Context: an optimization exercise on an open-source flow, tuned for small area, a short achievable clock period and few clock cycles per item. The choices shown serve that exercise and are no tape-out recipe. At most, simulation tests tie the RTL to the original design; equivalence was not proved. Power figures rest on the tool's default switching activity, not on a simulated workload.

==> run a <==
==> flow/design.v <==
`timescale 1ns / 1ps
package sia_pkg;
    localparam logic [2:0] ACT_READ  = 3'd0;
    localparam logic [2:0] ACT_WRITE = 3'd1;
    localparam logic [2:0] ACT_ADD   = 3'd2;
    localparam logic [2:0] ACT_PREINC = 3'd3;
    localparam logic [2:0] ACT_POSTINC = 3'd4;
    localparam logic STAT_DONE = 1'b0;
    localparam logic STAT_FULL = 1'b1;
    typedef struct packed {
        logic        used;
        logic [31:0] index;
        logic [31:0] value;
    } entry_t;
    localparam int ENTRY_W = 1 + 32 + 32;   
    typedef struct packed {
        logic hit;
        logic free;
    } scan_flags_t;
    typedef enum logic [4:0] {
        ST_CLEAR  = 5'b00001,
        ST_IDLE   = 5'b00010,
        ST_SCAN   = 5'b00100,
        ST_DRAIN  = 5'b01000,
        ST_COMMIT = 5'b10000
    } state_t;
endpackage
`timescale 1ns / 1ps
module sia_ram #(
    parameter int WIDTH = 8,
    parameter int DEPTH = 16
) (
    input  logic                                   clk,
    input  logic                                   we,
    input  logic [(DEPTH > 1 ? $clog2(DEPTH) : 1)-1:0] waddr,
    input  logic [WIDTH-1:0]                       wdata,
    input  logic                                   re,
    input  logic [(DEPTH > 1 ? $clog2(DEPTH) : 1)-1:0] raddr,
    output logic [WIDTH-1:0]                       rdata
);
    logic [WIDTH-1:0] mem [DEPTH];
    always_ff @(posedge clk)
    begin
        if (we)
        begin
            mem[waddr] <= wdata;
        end
    end
    always_ff @(posedge clk)
    begin
        if (re)
        begin
            rdata <= mem[raddr];
        end
    end
endmodule
`timescale 1ns / 1ps
module sia_scan
#(
    parameter int AW = 4
) (
    input  logic               clk,
    input  logic               rst_n,
    input  logic               start,
    input  logic               chk_valid,
    input  logic [AW-1:0]      chk_addr,
    input  logic [sia_pkg::ENTRY_W-1:0] rd_data,
    input  logic [31:0]        key,
    output logic [1:0]         flags,
    output logic [AW-1:0]      hit_slot,
    output logic [AW-1:0]      free_slot,
    output logic [31:0]        hit_value
);
    sia_pkg::entry_t      ent;
    sia_pkg::scan_flags_t flags_reg;
    logic        match;
    logic        take_free;
    logic [AW-1:0] hit_slot_reg;
    logic [AW-1:0] free_slot_reg;
    logic [31:0]   hit_value_reg;
    assign ent       = sia_pkg::entry_t'(rd_data);
    assign match     = chk_valid && ent.used && (ent.index == key) && !flags_reg.hit;
    assign take_free = chk_valid && !ent.used && !flags_reg.free;
    always_ff @(posedge clk or negedge rst_n)
    begin
        if (!rst_n)
        begin
            flags_reg <= '0;
        end
        else if (start)
        begin
            flags_reg <= '0;
        end
        else
        begin
            if (match)
            begin
                flags_reg.hit <= 1'b1;
            end
            if (take_free)
            begin
                flags_reg.free <= 1'b1;
            end
        end
    end
    always_ff @(posedge clk)
    begin
        if (match)
        begin
            hit_slot_reg  <= chk_addr;
            hit_value_reg <= ent.value;
        end
        if (take_free)
        begin
            free_slot_reg <= chk_addr;
        end
    end
    assign flags     = flags_reg;
    assign hit_slot  = hit_slot_reg;
    assign free_slot = free_slot_reg;
    assign hit_value = hit_value_reg;
endmodule
`timescale 1ns / 1ps
module sparse_int_array_store
#(
    parameter int ENTRIES = 16
) (
    input  logic        clk,
    input  logic        rst_n,
    input  logic        req_valid,
    output logic        req_ready,
    input  logic [2:0]  req_action,
    input  logic [31:0] req_index,
    input  logic [31:0] req_operand,
    output logic        rsp_valid,
    input  logic        rsp_ready,
    output logic [31:0] rsp_result_value,
    output logic        rsp_status
);
    localparam int N = ENTRIES;
    logic [N-1:0] used;
    logic [31:0]  tidx [N];
    logic [31:0]  tval [N];
    logic         ready_q;       
    logic         busy_q;        
    logic         v0;
    logic [2:0]   act0;
    logic [31:0]  idx0;
    logic [31:0]  opnd0;
    logic [N-1:0] match0;
    logic         near0;
    logic         same0;
    logic         v1;
    logic [31:0]  idx1;
    logic [31:0]  p1;            
    logic [31:0]  g1;            
    logic         postinc1;
    logic         hit1;
    logic [N-1:0] match1;
    logic         same1;
    logic         store1;
    logic         resold1;
    logic         unused1;
    logic         lexists;
    logic [N-1:0] lslot;
    logic         hv, tv;
    logic [31:0]  hval, tval_q;
    logic         hst, tst;
    logic [N-1:0] match_in;
    logic         near_in;
    logic         same_in;
    always_comb
    begin
        for (int s = 0; s < N; s++)
            match_in[s] = used[s] && (tidx[s] == req_index);
        near_in = v1 && (req_index == idx1);
        same_in = v0 ? (req_index == idx0) : (v1 && !commit && (req_index == idx1));
    end
    logic [N-1:0] match;
    logic [31:0]  oldm;
    logic         hitm;
    logic         samem;
    logic [31:0]  addm;
    logic [31:0]  oldv;
    always_comb
    begin
        match = near0 ? (lslot & {N{lexists}}) : match0;
        oldm = '0;
        for (int s = 0; s < N; s++)
            oldm = oldm | (tval[s] & {32{match[s]}});
        hitm  = |match;
        samem = same0;
        case (act0)
            3'd1, 3'd2: addm = opnd0;
            3'd3, 3'd4: addm = 32'd1;
            default:    addm = 32'd0;
        endcase
        if (act0 == 3'd1)
            oldv = 32'd0;
        else if (samem)
            oldv = sum & {32{!failx}};
        else
            oldv = oldm;
    end
    logic [31:0]  sum;
    logic         zero;
    logic         nz;
    logic         hitc;
    logic [N-1:0] hslot;
    logic [N-1:0] fslot;
    logic         full;
    logic         failx;
    logic         fail;
    logic [N-1:0] slotc;
    logic [31:0]  res;
    logic         commit;
    logic         space1;
    logic         mv01;
    always_comb
    begin
        logic [31:0] g, p, gn, pn;
        g = g1;
        p = p1;
        for (int d = 1; d < 32; d = d * 2)
        begin
            gn = g;
            pn = p;
            for (int i = d; i < 32; i++)
            begin
                gn[i] = g[i] | (p[i] & g[i-d]);
                pn[i] = p[i] & p[i-d];
            end
            g = gn;
            p = pn;
        end
        sum = p1 ^ {g[30:0], 1'b0};
    end
    always_comb
    begin
        logic [31:0] x, c;
        x = p1;
        c = {p1[30:0] | g1[30:0], 1'b0};
        zero = &(~(x ^ c));
    end
    assign nz = !zero;
    assign hitc  = same1 ? lexists : hit1;
    assign hslot = same1 ? lslot : match1;
    assign full  = &used;
    always_comb
    begin
        fslot = '0;
        for (int s = N - 1; s >= 0; s--)
            if (!used[s])
                fslot = N'(1) << s;
    end
    assign failx = store1 && !hitc && full;
    assign fail  = failx && nz;
    assign slotc = hitc ? hslot : fslot;
    assign res   = (unused1 || fail) ? 32'd0 : (resold1 ? (p1 ^ {31'd0, postinc1}) : sum);
    logic pop;
    logic v0_n, v1_n, hv_n, tv_n, ready_n;
    assign commit = v1 && !tv;
    assign space1 = !v1 || commit;
    assign mv01   = v0 && space1;
    assign pop    = hv && rsp_ready;
    always_comb
    begin
        v0_n = ready_q ? req_valid : v0;
        v1_n = mv01 || (v1 && !commit);
        if (tv)
        begin
            hv_n = 1'b1;
            tv_n = !pop;
        end
        else if (hv)
        begin
            hv_n = !pop || commit;
            tv_n = !pop && commit;
        end
        else
        begin
            hv_n = commit;
            tv_n = 1'b0;
        end
        ready_n = !v0_n || !v1_n || !tv_n;
    end
    always_ff @(posedge clk or negedge rst_n)
    begin
        if (!rst_n)
        begin
            ready_q <= 1'b1;
            busy_q  <= 1'b0;
            v0      <= 1'b0;
            v1      <= 1'b0;
            hv      <= 1'b0;
            tv      <= 1'b0;
            used    <= '0;
        end
        else
        begin
            ready_q <= ready_n;
            busy_q  <= !ready_n;
            v0      <= v0_n;
            v1      <= v1_n;
            hv      <= hv_n;
            tv      <= tv_n;
            for (int s = 0; s < N; s++)
                if (commit && store1 && slotc[s])
                    used[s] <= nz;
        end
    end
    always_ff @(posedge clk)
    begin
        if (ready_q)
        begin
            act0  <= req_action;
            idx0  <= req_index;
            opnd0 <= req_operand;
            match0 <= match_in;
            near0 <= near_in;
            same0 <= same_in;
        end
        if (mv01)
        begin
            idx1    <= idx0;
            hit1    <= hitm;
            match1  <= match;
            same1   <= samem;
            store1  <= (act0 >= 3'd1) && (act0 <= 3'd4);
            resold1 <= (act0 == 3'd0) || (act0 == 3'd4);
            postinc1 <= (act0 == 3'd4);
            p1      <= oldv ^ addm;
            g1      <= oldv & addm;
            unused1 <= (act0 >= 3'd5);
        end
        if (commit)
        begin
            lslot   <= slotc;
            lexists <= store1 ? (nz && !fail) : hitc;
        end
        for (int s = 0; s < N; s++)
        begin
            if (fslot[s])
                tidx[s] <= idx1;
            if (commit && store1 && slotc[s])
                tval[s] <= sum;
        end
        if (commit)
        begin
            tval_q <= res;
            tst    <= fail;
        end
        if (!hv || pop)
        begin
            if (tv)
            begin
                hval <= tval_q;
                hst  <= tst;
            end
            else
            begin
                hval <= res;
                hst  <= fail;
            end
        end
    end
    assign req_ready        = !busy_q;
    assign rsp_valid        = hv;
    assign rsp_result_value = hval;
    assign rsp_status       = hst;
endmodule
==> flow/flow/run.sh <==
#!/bin/bash
set -euo pipefail
MARGIN=$(cat flow/margin.txt)
bash standard.sh synth > synth.log 2>&1
bash standard.sh SETUP_SLACK_MARGIN="$MARGIN" finish > layout.log 2>&1
==> flow/flow/margin.txt <==
6.0
==> flow/standard.sh <==
#!/bin/bash
# synth_recipe.tcl (not shown) runs the flow's synth.tcl, then flattens the netlist and writes it again
# the make line also repeats each setting of config.mk as NAME=value (left out here)
make -C /OpenROAD-flow-scripts/flow DESIGN_CONFIG=/design/flow/config.mk WORK_HOME=/design/flow/orfs CLKGATE_MAP_FILE= SYNTH_SCRIPT=/design/flow/synth_recipe.tcl "${@:-finish}"
==> flow/config.mk <==
export PLATFORM = sky130hd
export DESIGN_NAME = sparse_int_array_store
export DESIGN_NICKNAME = sparse_int_array_store
export VERILOG_FILES = /design/flow/design.v
export SDC_FILE = /design/flow/constraint.sdc
export NUM_CORES = 4
export LEC_CHECK = 0
export CAP_MARGIN = 20
export CORE_MARGIN = 2
export CORE_UTILIZATION = 40
export SLEW_MARGIN = 20
==> flow/constraint.sdc <==
create_clock -name core_clock -period 9.0 [get_ports {clk}]
set_input_delay 1.8000 -clock core_clock [delete_from_list [all_inputs] [get_ports {clk}]]
set_output_delay 1.8000 -clock core_clock [all_outputs]
set_load 0.01 [all_outputs]
==> run b: changes against run a <==
==> flow/design.v, changed modules only <==
module sparse_int_array_store
#(
    parameter int ENTRIES = 16
) (
    input  logic        clk,
    input  logic        rst_n,
    input  logic        req_valid,
    output logic        req_ready,
    input  logic [2:0]  req_action,
    input  logic [31:0] req_index,
    input  logic [31:0] req_operand,
    output logic        rsp_valid,
    input  logic        rsp_ready,
    output logic [31:0] rsp_result_value,
    output logic        rsp_status
);
    localparam int N = ENTRIES;
    logic [N-1:0] used;
    logic [31:0]  tidx [N];
    logic [31:0]  tval [N];
    logic         ready_q;
    logic         v0;
    logic [2:0]   act0;
    logic [31:0]  idx0;
    logic [31:0]  opnd0;
    logic         v1;
    logic [31:0]  idx1;
    logic [31:0]  add1;
    logic [31:0]  old1;
    logic         hit1;
    logic [N-1:0] match1;
    logic         same1;
    logic         store1;
    logic         write1;
    logic         resold1;
    logic         unused1;
    logic         wwe;
    logic         wexists;
    logic [31:0]  wval;
    logic [N-1:0] wslot;
    logic         hv, tv;
    logic [31:0]  hval, tval_q;
    logic         hst, tst;
    logic [N-1:0] match;
    logic [N-1:0] wsel;
    logic [31:0]  tabval;
    logic         hitm;
    logic         hitw;
    logic [31:0]  oldm;
    logic         samem;
    logic [31:0]  addm;
    assign wsel = wslot & {N{wwe}};
    always_comb
    begin
        for (int s = 0; s < N; s++)
            match[s] = used[s] && (tidx[s] == idx0);
        tabval = '0;
        for (int s = 0; s < N; s++)
            tabval = tabval | (tval[s] & {32{match[s] && !wsel[s]}});
        hitm  = |match;
        hitw  = |(match & wsel);
        oldm  = tabval | (wval & {32{hitw}});
        samem = v1 && (idx0 == idx1);
        case (act0)
            3'd1, 3'd2: addm = opnd0;
            3'd3, 3'd4: addm = 32'd1;
            default:    addm = 32'd0;
        endcase
    end
    logic         selw, selm;
    logic [31:0]  olde;
    logic [31:0]  sum;
    logic         zero;
    logic         nz;
    logic         hitc;
    logic [N-1:0] hslot;
    logic [N-1:0] fslot;
    logic         full;
    logic         fail;
    logic [N-1:0] slotc;
    logic         upd;
    logic [31:0]  res;
    logic         commit;
    logic         space1;
    logic         mv01;
    assign selw = same1 && wexists && !write1;
    assign selm = !same1 && !write1;
    assign olde = (wval & {32{selw}}) | (old1 & {32{selm}});
    assign sum  = olde + add1;
    always_comb
    begin
        logic [31:0] x, c;
        x = olde ^ add1;
        c = {olde[30:0] | add1[30:0], 1'b0};
        zero = &(~(x ^ c));
    end
    assign nz = !zero;
    assign hitc  = same1 ? wexists : hit1;
    assign hslot = same1 ? wslot : match1;
    assign full  = &used;
    always_comb
    begin
        fslot = '0;
        for (int s = N - 1; s >= 0; s--)
            if (!used[s])
                fslot = N'(1) << s;
    end
    assign fail  = store1 && nz && !hitc && full;
    assign slotc = hitc ? hslot : fslot;
    assign upd   = commit && store1 && !fail;
    assign res   = (unused1 || fail) ? 32'd0 : (resold1 ? olde : sum);
    logic pop;
    logic v0_n, v1_n, hv_n, tv_n;
    assign commit = v1 && !tv;
    assign space1 = !v1 || commit;
    assign mv01   = v0 && space1;
    assign pop    = hv && rsp_ready;
    always_comb
    begin
        v0_n = ready_q ? req_valid : v0;
        v1_n = mv01 || (v1 && !commit);
        if (tv)
        begin
            hv_n = 1'b1;
            tv_n = !pop;
        end
        else if (hv)
        begin
            hv_n = !pop || commit;
            tv_n = !pop && commit;
        end
        else
        begin
            hv_n = commit;
            tv_n = 1'b0;
        end
    end
    always_ff @(posedge clk or negedge rst_n)
    begin
        if (!rst_n)
        begin
            ready_q <= 1'b1;
            v0      <= 1'b0;
            v1      <= 1'b0;
            hv      <= 1'b0;
            tv      <= 1'b0;
            wwe     <= 1'b0;
            used    <= '0;
        end
        else
        begin
            ready_q <= !v0_n || !v1_n || !tv_n;
            v0      <= v0_n;
            v1      <= v1_n;
            hv      <= hv_n;
            tv      <= tv_n;
            if (commit)
                wwe <= store1 && !fail;
            for (int s = 0; s < N; s++)
                if (upd && slotc[s])
                    used[s] <= nz;
        end
    end
    always_ff @(posedge clk)
    begin
        if (ready_q)
        begin
            act0  <= req_action;
            idx0  <= req_index;
            opnd0 <= req_operand;
        end
        if (mv01)
        begin
            idx1    <= idx0;
            add1    <= addm;
            old1    <= oldm;
            hit1    <= hitm;
            match1  <= match;
            same1   <= samem;
            store1  <= (act0 >= 3'd1) && (act0 <= 3'd4);
            write1  <= (act0 == 3'd1);
            resold1 <= (act0 == 3'd0) || (act0 == 3'd4);
            unused1 <= (act0 >= 3'd5);
        end
        if (commit)
        begin
            wval    <= sum;
            wslot   <= slotc;
            wexists <= store1 ? (nz && !fail) : hitc;
        end
        for (int s = 0; s < N; s++)
        begin
            if (upd && slotc[s])
                tidx[s] <= idx1;
            if (wsel[s])
                tval[s] <= wval;
        end
        if (commit)
        begin
            tval_q <= res;
            tst    <= fail;
        end
        if (!hv || pop)
        begin
            if (tv)
            begin
                hval <= tval_q;
                hst  <= tst;
            end
            else
            begin
                hval <= res;
                hst  <= fail;
            end
        end
    end
    assign req_ready        = ready_q;
    assign rsp_valid        = hv;
    assign rsp_result_value = hval;
    assign rsp_status       = hst;
endmodule
==> flow/run.sh (new file) <==
#!/bin/bash
# synth_recipe.tcl (not shown) runs the flow's synth.tcl, then flattens the netlist and writes it again
# the make line also repeats each setting of config.mk as NAME=value (left out here)
make -C /OpenROAD-flow-scripts/flow DESIGN_CONFIG=/design/flow/config.mk WORK_HOME=/design/flow/orfs CLKGATE_MAP_FILE= SYNTH_SCRIPT=/design/flow/synth_recipe.tcl finish
removed: flow/flow/run.sh
removed: flow/flow/margin.txt
removed: flow/standard.sh
==> run c: changes against run a <==
==> flow/design.v, changed modules only <==
module sparse_int_array_store
#(
    parameter int ENTRIES = 16
) (
    input  logic        clk,
    input  logic        rst_n,
    input  logic        req_valid,
    output logic        req_ready,
    input  logic [2:0]  req_action,
    input  logic [31:0] req_index,
    input  logic [31:0] req_operand,
    output logic        rsp_valid,
    input  logic        rsp_ready,
    output logic [31:0] rsp_result_value,
    output logic        rsp_status
);
    localparam int N = ENTRIES;
    logic [N-1:0] used;
    logic [31:0]  tidx [N];
    logic [31:0]  tval [N];
    logic         ready_q;
    logic         v0;
    logic [2:0]   act0;
    logic [31:0]  idx0;
    logic [31:0]  opnd0;
    logic         v1;
    logic [31:0]  idx1;
    logic [31:0]  add1;
    logic [31:0]  old1;
    logic         hit1;
    logic [N-1:0] match1;
    logic         same1;
    logic         store1;
    logic         write1;
    logic         resold1;
    logic         unused1;
    logic         wwe;
    logic         wexists;
    logic [31:0]  wval;
    logic [N-1:0] wslot;
    logic         hv, tv;
    logic [31:0]  hval, tval_q;
    logic         hst, tst;
    logic [N-1:0] match;
    logic [N-1:0] wsel;
    logic [31:0]  tabval;
    logic         hitm;
    logic         hitw;
    logic [31:0]  oldm;
    logic         samem;
    logic [31:0]  addm;
    assign wsel = wslot & {N{wwe}};
    always_comb
    begin
        for (int s = 0; s < N; s++)
            match[s] = used[s] && (tidx[s] == idx0);
        tabval = '0;
        for (int s = 0; s < N; s++)
            tabval = tabval | (tval[s] & {32{match[s] && !wsel[s]}});
        hitm  = |match;
        hitw  = |(match & wsel);
        oldm  = tabval | (wval & {32{hitw}});
        samem = v1 && (idx0 == idx1);
        case (act0)
            3'd1, 3'd2: addm = opnd0;
            3'd3, 3'd4: addm = 32'd1;
            default:    addm = 32'd0;
        endcase
    end
    logic [31:0]  sum;
    logic         zero;
    logic         nz;
    logic         hitc;
    logic [N-1:0] hslot;
    logic [N-1:0] fslot;
    logic         full;
    logic         failx;
    logic         fail;
    logic [N-1:0] slotc;
    logic [31:0]  res;
    logic         commit;
    logic         space1;
    logic         mv01;
    assign sum = old1 + add1;
    always_comb
    begin
        logic [31:0] x, c;
        x = old1 ^ add1;
        c = {old1[30:0] | add1[30:0], 1'b0};
        zero = &(~(x ^ c));
    end
    assign nz = !zero;
    assign hitc  = same1 ? wexists : hit1;
    assign hslot = same1 ? wslot : match1;
    assign full  = &used;
    always_comb
    begin
        fslot = '0;
        for (int s = N - 1; s >= 0; s--)
            if (!used[s])
                fslot = N'(1) << s;
    end
    assign failx = store1 && !hitc && full;
    assign fail  = failx && nz;
    assign slotc = hitc ? hslot : fslot;
    assign res   = (unused1 || fail) ? 32'd0 : (resold1 ? old1 : sum);
    logic pop;
    logic v0_n, v1_n, hv_n, tv_n;
    assign commit = v1 && !tv;
    assign space1 = !v1 || commit;
    assign mv01   = v0 && space1;
    assign pop    = hv && rsp_ready;
    always_comb
    begin
        v0_n = ready_q ? req_valid : v0;
        v1_n = mv01 || (v1 && !commit);
        if (tv)
        begin
            hv_n = 1'b1;
            tv_n = !pop;
        end
        else if (hv)
        begin
            hv_n = !pop || commit;
            tv_n = !pop && commit;
        end
        else
        begin
            hv_n = commit;
            tv_n = 1'b0;
        end
    end
    always_ff @(posedge clk or negedge rst_n)
    begin
        if (!rst_n)
        begin
            ready_q <= 1'b1;
            v0      <= 1'b0;
            v1      <= 1'b0;
            hv      <= 1'b0;
            tv      <= 1'b0;
            wwe     <= 1'b0;
            used    <= '0;
        end
        else
        begin
            ready_q <= !v0_n || !v1_n || !tv_n;
            v0      <= v0_n;
            v1      <= v1_n;
            hv      <= hv_n;
            tv      <= tv_n;
            if (commit)
                wwe <= store1 && !fail;
            for (int s = 0; s < N; s++)
                if (commit && store1 && slotc[s])
                    used[s] <= nz;
        end
    end
    always_ff @(posedge clk)
    begin
        if (ready_q)
        begin
            act0  <= req_action;
            idx0  <= req_index;
            opnd0 <= req_operand;
        end
        if (mv01)
        begin
            idx1    <= idx0;
            add1    <= addm;
            if (act0 == 3'd1)
                old1 <= 32'd0;
            else if (samem)
                old1 <= sum & {32{!failx}};
            else
                old1 <= oldm;
            hit1    <= hitm;
            match1  <= match;
            same1   <= samem;
            store1  <= (act0 >= 3'd1) && (act0 <= 3'd4);
            write1  <= (act0 == 3'd1);
            resold1 <= (act0 == 3'd0) || (act0 == 3'd4);
            unused1 <= (act0 >= 3'd5);
        end
        if (commit)
        begin
            wval    <= sum;
            wslot   <= slotc;
            wexists <= store1 ? (nz && !fail) : hitc;
        end
        for (int s = 0; s < N; s++)
        begin
            if (fslot[s])
                tidx[s] <= idx1;
            if (wsel[s])
                tval[s] <= wval;
        end
        if (commit)
        begin
            tval_q <= res;
            tst    <= fail;
        end
        if (!hv || pop)
        begin
            if (tv)
            begin
                hval <= tval_q;
                hst  <= tst;
            end
            else
            begin
                hval <= res;
                hst  <= fail;
            end
        end
    end
    assign req_ready        = ready_q;
    assign rsp_valid        = hv;
    assign rsp_result_value = hval;
    assign rsp_status       = hst;
endmodule
==> flow/flow/margin.txt (replaced) <==
6.4
==> run d: changes against run a <==
--- a/flow/design.v
+++ b/flow/design.v
@@ -150,5 +150,4 @@
     logic [N-1:0] match0;
     logic         near0;
-    logic         same0;
     logic         v1;
     logic [31:0]  idx1;
@@ -169,5 +168,4 @@
     logic [N-1:0] match_in;
     logic         near_in;
-    logic         same_in;
     always_comb
     begin
@@ -175,5 +173,4 @@
             match_in[s] = used[s] && (tidx[s] == req_index);
         near_in = v1 && (req_index == idx1);
-        same_in = v0 ? (req_index == idx0) : (v1 && !commit && (req_index == idx1));
     end
     logic [N-1:0] match;
@@ -190,5 +187,5 @@
             oldm = oldm | (tval[s] & {32{match[s]}});
         hitm  = |match;
-        samem = same0;
+        samem = v1 && (idx0 == idx1);
         case (act0)
             3'd1, 3'd2: addm = opnd0;
@@ -319,5 +316,4 @@
             match0 <= match_in;
             near0 <= near_in;
-            same0 <= same_in;
         end
         if (mv01)
==> notes.md <==
Worst hold slack, highest first: run c, run b, run d, run a.
Between run d and run c, the lower clock power is in run c (gap about 4%, measured against run c).
Area after synthesis, highest first: run c, run b, run d, run a.
Non-clock buffer count: run a > run d > run c > run b.
In run b the cell count is smaller than in run d, by about 7%.
Via count, highest first: run a, run d, run c, run b.
Flip-flop and latch count: run d < run a < run c < run b.
Routed wire length: run d is larger than run b (10%).
Against run c, the synthesized cell count of run a is smaller by about 2.6%.
Of run b and run c, run b has the higher sequential power (gap about 0.9%, measured against run c).
Testbench counts of run a, summed over its fixed seeds: cycles 8,024, items 8,000.
Testbench counts of run b, summed over its fixed seeds: cycles 8,024, items 8,000.
The RTL of run c and run d was laid out without a check of its function.

what the ideal ports hide:
In the flow no input, the clock included, has a driving cell. The finished layouts below were timed again as built, in two steps.
Step 1 assumes that a clkbuf_16 drives the clock port and a buf_2 every other input.
Step 2 adds t to the input delays and takes it off the output delays; t is the mean of the earliest and latest rising clock arrival at the registers after step 1. Input paths then give back, and output paths get back, about the clock's delay inside the block.
Slacks: ideal / step 1 / step 2; pairs: ideal / step 1.
run	shift t [ns]	setup WS [ns]	worst slew at a driven data input, ns
run a	0.853	5.623 / 5.623 / 5.178	0.06
run b	0.844	3.020 / 3.020 / 3.020	0.07
run c	0.863	5.510 / 5.446 / 5.510	0.12
run d	0.829	5.699 / 5.699 / 5.101	0.07
After both steps every run listed still meets setup and hold. For run d, which loses most, drivers alone change the setup slack by 0.000 ns; drivers and shift together by -0.598 ns.
